What follows belongs to an exercise in optimizing a design on an open flow for small area, a short achievable clock period and few clock cycles per item; a production flow would make more cautious choices.
Where RTL was checked, it was by simulation tests only, not by an equivalence proof against the original.
Power is estimated from default activity; no workload was simulated.

==> inputs of cedar <==
Design bellmanFordTop, start of the top module:
module bellmanFordTop (
    input  logic                          clock,
    input  logic                          reset,
    input  logic                          start,
    input  bellmanFordPkg::nodeId_t       source,
    input  bellmanFordPkg::nodeId_t       destination,
    input  bellmanFordPkg::nodeId_t       nodeCount,
    output logic                          graphReadEnable,
    output bellmanFordPkg::graphAddress_t graphAddress,
    input  bellmanFordPkg::graphLine_t    graphData,
    output logic                          outWriteEnable,
    output bellmanFordPkg::graphAddress_t outAddress,
    output bellmanFordPkg::distance_t     outData,
    output logic                          busy,
    output logic                          finish,
    output logic                          negCycle
);
clock: 8.0 ns
lec_check: 0
abc_area: 1
cap_margin: 20
core_margin: 2
core_utilization: 40
setup_slack_margin: 5.0
slew_margin: 20
tns_end_percent: 100
run.sh (not shown) runs the stock make flow with config.mk's settings and CLKGATE_MAP_FILE= SYNTH_SCRIPT=/design/flow/synth_recipe.tcl, a recipe that flattens the netlist after the stock synthesis.
==> inputs of willow, as changes to cedar <==
--- a/flow/design.v
+++ b/flow/design.v
@@ -39,15 +39,12 @@
     logic [4:0]           pAddr;
     logic signed [7:0]    aW;
     logic                 bValid, bInit;
     logic [4:0]           bNode;
     logic signed [DW-1:0] bCand, bTD;
     logic                 bTR;
-    logic                 cValid, cInit, cSupp;
-    logic [4:0]           cNode, cProc;
-    logic signed [DW-1:0] cCand;
     logic signed [DW-1:0] du;
     logic [4:0]           procNode, selNode;
     logic                 selPend;
     logic [5:0]           pos;
     logic [2:0] slot;
     logic [7:0] rem;
@@ -56,29 +53,29 @@
     logic signed [DW-1:0] pDist;
     logic [4:0]           pPred;
     logic                 pReached;
     assign pDist    = distT[pAddr];
     assign pPred    = predT[pAddr];
     assign pReached = reached[pAddr];
-    logic improve, negDetect, fwdB, fwdC;
-    logic [NN:1] cSel;
+    logic wrEn, negDetect, fwd;
+    logic [NN:1] bSel;
     always_comb
         for (int i = 1; i <= NN; i++)
-            cSel[i] = cNode == 5'(i);
-    assign improve = bValid && (bInit || !bTR || (bCand < bTD));
+            bSel[i] = bNode == 5'(i);
+    assign wrEn = bValid && (bInit || !bTR || (bCand < bTD));
     assign negDetect = bValid && !bInit && (bCand < -13'sd960);
-    assign fwdB = improve && (bNode == pAddr);
-    assign fwdC = cValid && (cNode == pAddr);
+    assign fwd = wrEn && (bNode == pAddr);
     logic signed [DW-1:0] fDist;
     logic                 fReached;
-    assign fDist    = fwdB ? bCand : fwdC ? cCand : pDist;
-    assign fReached = fwdB || fwdC || pReached;
+    assign fDist    = fwd ? bCand : pDist;
+    assign fReached = fwd || pReached;
     logic [NN:1] hiM, loOH, hiOH;
     logic        anyHi, anyD;
     logic [4:0]  selHi, selLo;
     logic [4:0]  selR;
+    logic [NN:1] selOH;
     logic        selAny, selWrap;
     always_comb
     begin
         for (int i = 1; i <= NN; i++)
             hiM[i] = dirty[i] && (6'(i) >= pos);
         anyHi = |hiM;
@@ -138,28 +135,28 @@
                             if (rem > 8'd1)  issueCont = 1'b1;
                             else if (selAny) issueIdx = 1'b1;
                         end
                     end
                 F_WAIT:
                     if (selAny) issueIdx = 1'b1;
-                    else if (!anyD && !aValid && !bValid && !cValid) doneNow = 1'b1;
+                    else if (!anyD && !aValid && !bValid) doneNow = 1'b1;
                 default: ;
             endcase
         end
         negPass = issueIdx && selWrap && (passCnt == {nR, 1'b0});
     end
     logic issueNode;
     assign issueNode = issueIdx && !negPass;
     always_ff @(posedge clock)
     begin
         for (int i = 1; i <= NN; i++)
         begin
-            if (cValid && cSel[i])
+            if (wrEn && bSel[i])
             begin
-                distT[i] <= cCand;
-                predT[i] <= cProc;
+                distT[i] <= bCand;
+                predT[i] <= procNode;
             end
         end
     end
     always_ff @(posedge clock)
     begin
         for (int i = 1; i <= NN; i++)
@@ -168,24 +165,25 @@
             begin
                 reached[i] <= 1'b0;
                 dirty[i] <= 1'b0;
             end
             else
             begin
-                if (cValid && cSel[i])
+                if (wrEn && bSel[i])
                     reached[i] <= 1'b1;
-                if (issueNode && selR == 5'(i))
+                if (issueNode && selOH[i])
                     dirty[i] <= 1'b0;
-                else if (cValid && !cInit && !cSupp && cSel[i])
+                else if (wrEn && !bInit && bSel[i] && !(selPend && selNode == 5'(i)))
                     dirty[i] <= 1'b1;
             end
         end
     end
     always_ff @(posedge clock)
     begin
         selR <= anyHi ? selHi : selLo;
+        selOH <= anyHi ? hiOH : loOH;
         selAny <= anyD;
         selWrap <= !anyHi;
     end
     always_ff @(posedge clock)
     begin
         if (reset)
@@ -198,14 +196,12 @@
             finish <= 1'b0;
             negCycle <= 1'b0;
             aValid <= 1'b0;
             duRd <= 1'b0;
             bValid <= 1'b0;
             bInit <= 1'b0;
-            cValid <= 1'b0;
-            cInit <= 1'b0;
             reqPend <= 1'b0;
             selPend <= 1'b0;
         end
         else
         begin
             graphReadEnable <= 1'b0;
@@ -218,18 +214,12 @@
             bValid <= aValid;
             bInit <= 1'b0;
             bNode <= pAddr;
             bCand <= du + {{(DW-8){aW[7]}}, aW};
             bTD <= fDist;
             bTR <= fReached;
-            cValid <= improve;
-            cInit <= bInit;
-            cNode <= bNode;
-            cProc <= procNode;
-            cCand <= bCand;
-            cSupp <= selPend && bNode == selNode;
             if (duRd)
             begin
                 du <= fDist;
                 selPend <= 1'b0;
             end
             case (st)
@@ -341,13 +331,12 @@
                     begin
                         negCycle <= 1'b1;
                         finish <= 1'b1;
                         graphReadEnable <= 1'b0;
                         aValid <= 1'b0;
                         bValid <= 1'b0;
-                        cValid <= 1'b0;
                         fst <= F_WAIT;
                         st <= S_FIN;
                     end
                 end
                 S_PD:
                 begin
==> flow/config.mk (replaced) <==
export PLATFORM = sky130hd
export DESIGN_NAME = bellmanFordTop
export DESIGN_NICKNAME = bellmanFordTop
export VERILOG_FILES = /design/flow/design.v
export SDC_FILE = /design/flow/constraint.sdc
export NUM_CORES = 4
export LEC_CHECK = 0
export ABC_CLOCK_PERIOD_IN_PS = 3000
export CAP_MARGIN = 20
export CORE_MARGIN = 2
export CORE_UTILIZATION = 40
export SETUP_SLACK_MARGIN = 5.0
export SLEW_MARGIN = 20
export TNS_END_PERCENT = 100
==> inputs of indigo, as changes to cedar <==
--- a/flow/design.v
+++ b/flow/design.v
@@ -39,15 +39,12 @@
     logic [4:0]           pAddr;
     logic signed [7:0]    aW;
     logic                 bValid, bInit;
     logic [4:0]           bNode;
     logic signed [DW-1:0] bCand, bTD;
     logic                 bTR;
-    logic                 cValid, cInit, cSupp;
-    logic [4:0]           cNode, cProc;
-    logic signed [DW-1:0] cCand;
     logic signed [DW-1:0] du;
     logic [4:0]           procNode, selNode;
     logic                 selPend;
     logic [5:0]           pos;
     logic [2:0] slot;
     logic [7:0] rem;
@@ -56,29 +53,29 @@
     logic signed [DW-1:0] pDist;
     logic [4:0]           pPred;
     logic                 pReached;
     assign pDist    = distT[pAddr];
     assign pPred    = predT[pAddr];
     assign pReached = reached[pAddr];
-    logic improve, negDetect, fwdB, fwdC;
-    logic [NN:1] cSel;
+    logic wrEn, negDetect, fwd;
+    logic [NN:1] bSel;
     always_comb
         for (int i = 1; i <= NN; i++)
-            cSel[i] = cNode == 5'(i);
-    assign improve = bValid && (bInit || !bTR || (bCand < bTD));
+            bSel[i] = bNode == 5'(i);
+    assign wrEn = bValid && (bInit || !bTR || (bCand < bTD));
     assign negDetect = bValid && !bInit && (bCand < -13'sd960);
-    assign fwdB = improve && (bNode == pAddr);
-    assign fwdC = cValid && (cNode == pAddr);
+    assign fwd = wrEn && (bNode == pAddr);
     logic signed [DW-1:0] fDist;
     logic                 fReached;
-    assign fDist    = fwdB ? bCand : fwdC ? cCand : pDist;
-    assign fReached = fwdB || fwdC || pReached;
+    assign fDist    = fwd ? bCand : pDist;
+    assign fReached = fwd || pReached;
     logic [NN:1] hiM, loOH, hiOH;
     logic        anyHi, anyD;
     logic [4:0]  selHi, selLo;
     logic [4:0]  selR;
+    logic [NN:1] selOH;
     logic        selAny, selWrap;
     always_comb
     begin
         for (int i = 1; i <= NN; i++)
             hiM[i] = dirty[i] && (6'(i) >= pos);
         anyHi = |hiM;
@@ -138,28 +135,28 @@
                             if (rem > 8'd1)  issueCont = 1'b1;
                             else if (selAny) issueIdx = 1'b1;
                         end
                     end
                 F_WAIT:
                     if (selAny) issueIdx = 1'b1;
-                    else if (!anyD && !aValid && !bValid && !cValid) doneNow = 1'b1;
+                    else if (!anyD && !aValid && !bValid) doneNow = 1'b1;
                 default: ;
             endcase
         end
         negPass = issueIdx && selWrap && (passCnt == {nR, 1'b0});
     end
     logic issueNode;
     assign issueNode = issueIdx && !negPass;
     always_ff @(posedge clock)
     begin
         for (int i = 1; i <= NN; i++)
         begin
-            if (cValid && cSel[i])
+            if (wrEn && bSel[i])
             begin
-                distT[i] <= cCand;
-                predT[i] <= cProc;
+                distT[i] <= bCand;
+                predT[i] <= procNode;
             end
         end
     end
     always_ff @(posedge clock)
     begin
         for (int i = 1; i <= NN; i++)
@@ -168,24 +165,25 @@
             begin
                 reached[i] <= 1'b0;
                 dirty[i] <= 1'b0;
             end
             else
             begin
-                if (cValid && cSel[i])
+                if (wrEn && bSel[i])
                     reached[i] <= 1'b1;
-                if (issueNode && selR == 5'(i))
+                if (issueNode && selOH[i])
                     dirty[i] <= 1'b0;
-                else if (cValid && !cInit && !cSupp && cSel[i])
+                else if (wrEn && !bInit && bSel[i] && !(selPend && selNode == 5'(i)))
                     dirty[i] <= 1'b1;
             end
         end
     end
     always_ff @(posedge clock)
     begin
         selR <= anyHi ? selHi : selLo;
+        selOH <= anyHi ? hiOH : loOH;
         selAny <= anyD;
         selWrap <= !anyHi;
     end
     always_ff @(posedge clock)
     begin
         if (reset)
@@ -198,14 +196,12 @@
             finish <= 1'b0;
             negCycle <= 1'b0;
             aValid <= 1'b0;
             duRd <= 1'b0;
             bValid <= 1'b0;
             bInit <= 1'b0;
-            cValid <= 1'b0;
-            cInit <= 1'b0;
             reqPend <= 1'b0;
             selPend <= 1'b0;
         end
         else
         begin
             graphReadEnable <= 1'b0;
@@ -218,18 +214,12 @@
             bValid <= aValid;
             bInit <= 1'b0;
             bNode <= pAddr;
             bCand <= du + {{(DW-8){aW[7]}}, aW};
             bTD <= fDist;
             bTR <= fReached;
-            cValid <= improve;
-            cInit <= bInit;
-            cNode <= bNode;
-            cProc <= procNode;
-            cCand <= bCand;
-            cSupp <= selPend && bNode == selNode;
             if (duRd)
             begin
                 du <= fDist;
                 selPend <= 1'b0;
             end
             case (st)
@@ -341,13 +331,12 @@
                     begin
                         negCycle <= 1'b1;
                         finish <= 1'b1;
                         graphReadEnable <= 1'b0;
                         aValid <= 1'b0;
                         bValid <= 1'b0;
-                        cValid <= 1'b0;
                         fst <= F_WAIT;
                         st <= S_FIN;
                     end
                 end
                 S_PD:
                 begin
==> flow/config.mk (replaced) <==
export PLATFORM = sky130hd
export DESIGN_NAME = bellmanFordTop
export DESIGN_NICKNAME = bellmanFordTop
export VERILOG_FILES = /design/flow/design.v
export SDC_FILE = /design/flow/constraint.sdc
export NUM_CORES = 4
export LEC_CHECK = 0
export CAP_MARGIN = 20
export CORE_MARGIN = 2
export CORE_UTILIZATION = 40
export SLEW_MARGIN = 20
==> summary.txt <==
- In cedar the sequential share of layout area is higher than in willow, by 5.0 points.
- Against cedar, the combinational power of indigo is smaller by about 70%.
- Wire length: cedar is smaller than willow (20%).
- Synthesized cell count: cedar is larger than willow (36%).
- In willow the total power is higher than in indigo, by 5.3%.
- Via count: indigo < cedar < willow.
==> figures <==
Result of the run: cedar finished clean; indigo finished clean; willow finished clean
Global-route wire length before repair: cedar 161.9 mm; indigo 163.6 mm; willow 181.3 mm
Core footprint: cedar 90150 sq um; indigo 86620 sq um; willow 86620 sq um
Post-synthesis cell area: cedar 36410 sq um; indigo 34850 sq um; willow 34850 sq um
Effective utilization at floorplan: cedar 0.4039; indigo 0.4023; willow 0.4023
Clock Power: cedar 4000 uW; indigo 4000 uW; willow 3950 uW
Simple-gate area share of the yosys netlist: cedar 0.1987; indigo 0.09493; willow 0.09493
Required time reported for the critical path endpoint: cedar 8.38 ns; indigo 8.36 ns; willow 8.37 ns
Mean instance size in the synthesized netlist: cedar 10.58 sq um; indigo 13.78 sq um; willow 13.78 sq um
Logic depth of the worst register-to-register path: cedar 11; indigo 10; willow 16
Rel. slew slack: cedar 0.2505; indigo 0.2046; willow 0.2388
Achievable Freq: cedar 329.7 MHz; indigo 217.2 MHz; willow 292.3 MHz
Maximum number of pins on one net before global-route repair: cedar 74; indigo 64; willow 64
Testbench counts of cedar, summed over its fixed seeds: cycles 22,568, queries 96.
Function not checked in willow and indigo: the RTL went through the layout flow alone.

separate check: timing with driven ports:
In the flow no input, the clock included, has a driving cell. The finished layouts below were timed again as built, in two steps. Step 1 sets driving cells, clkbuf_16 on the clock port and buf_2 on the other inputs (assumed; they add their load-dependent delay and slew). Step 2, shift: input delay + t, output delay - t, t = (earliest + latest rising clock arrival at the registers) / 2. This alone moves slack from input paths to output paths. Slacks: ideal ports / drivers / drivers and shift; pairs: ideal ports / drivers.
| run | t (ns) | setup slack, ns | hold WS [ns] |
|---|---|---|---|
| cedar | 0.703 | 4.967 / 4.943 / 4.461 | 0.443 / 0.443 / 0.443 |
| willow | 0.732 | 4.579 / 4.579 / 4.279 | 0.428 / 0.428 / 0.428 |
| indigo | 0.704 | 3.395 / 3.395 / 3.395 | 0.422 / 0.422 / 0.422 |
After both steps setup and hold are still met in every run listed. For cedar, which loses most, drivers alone change the setup slack by -0.024 ns; drivers and shift together by -0.506 ns.
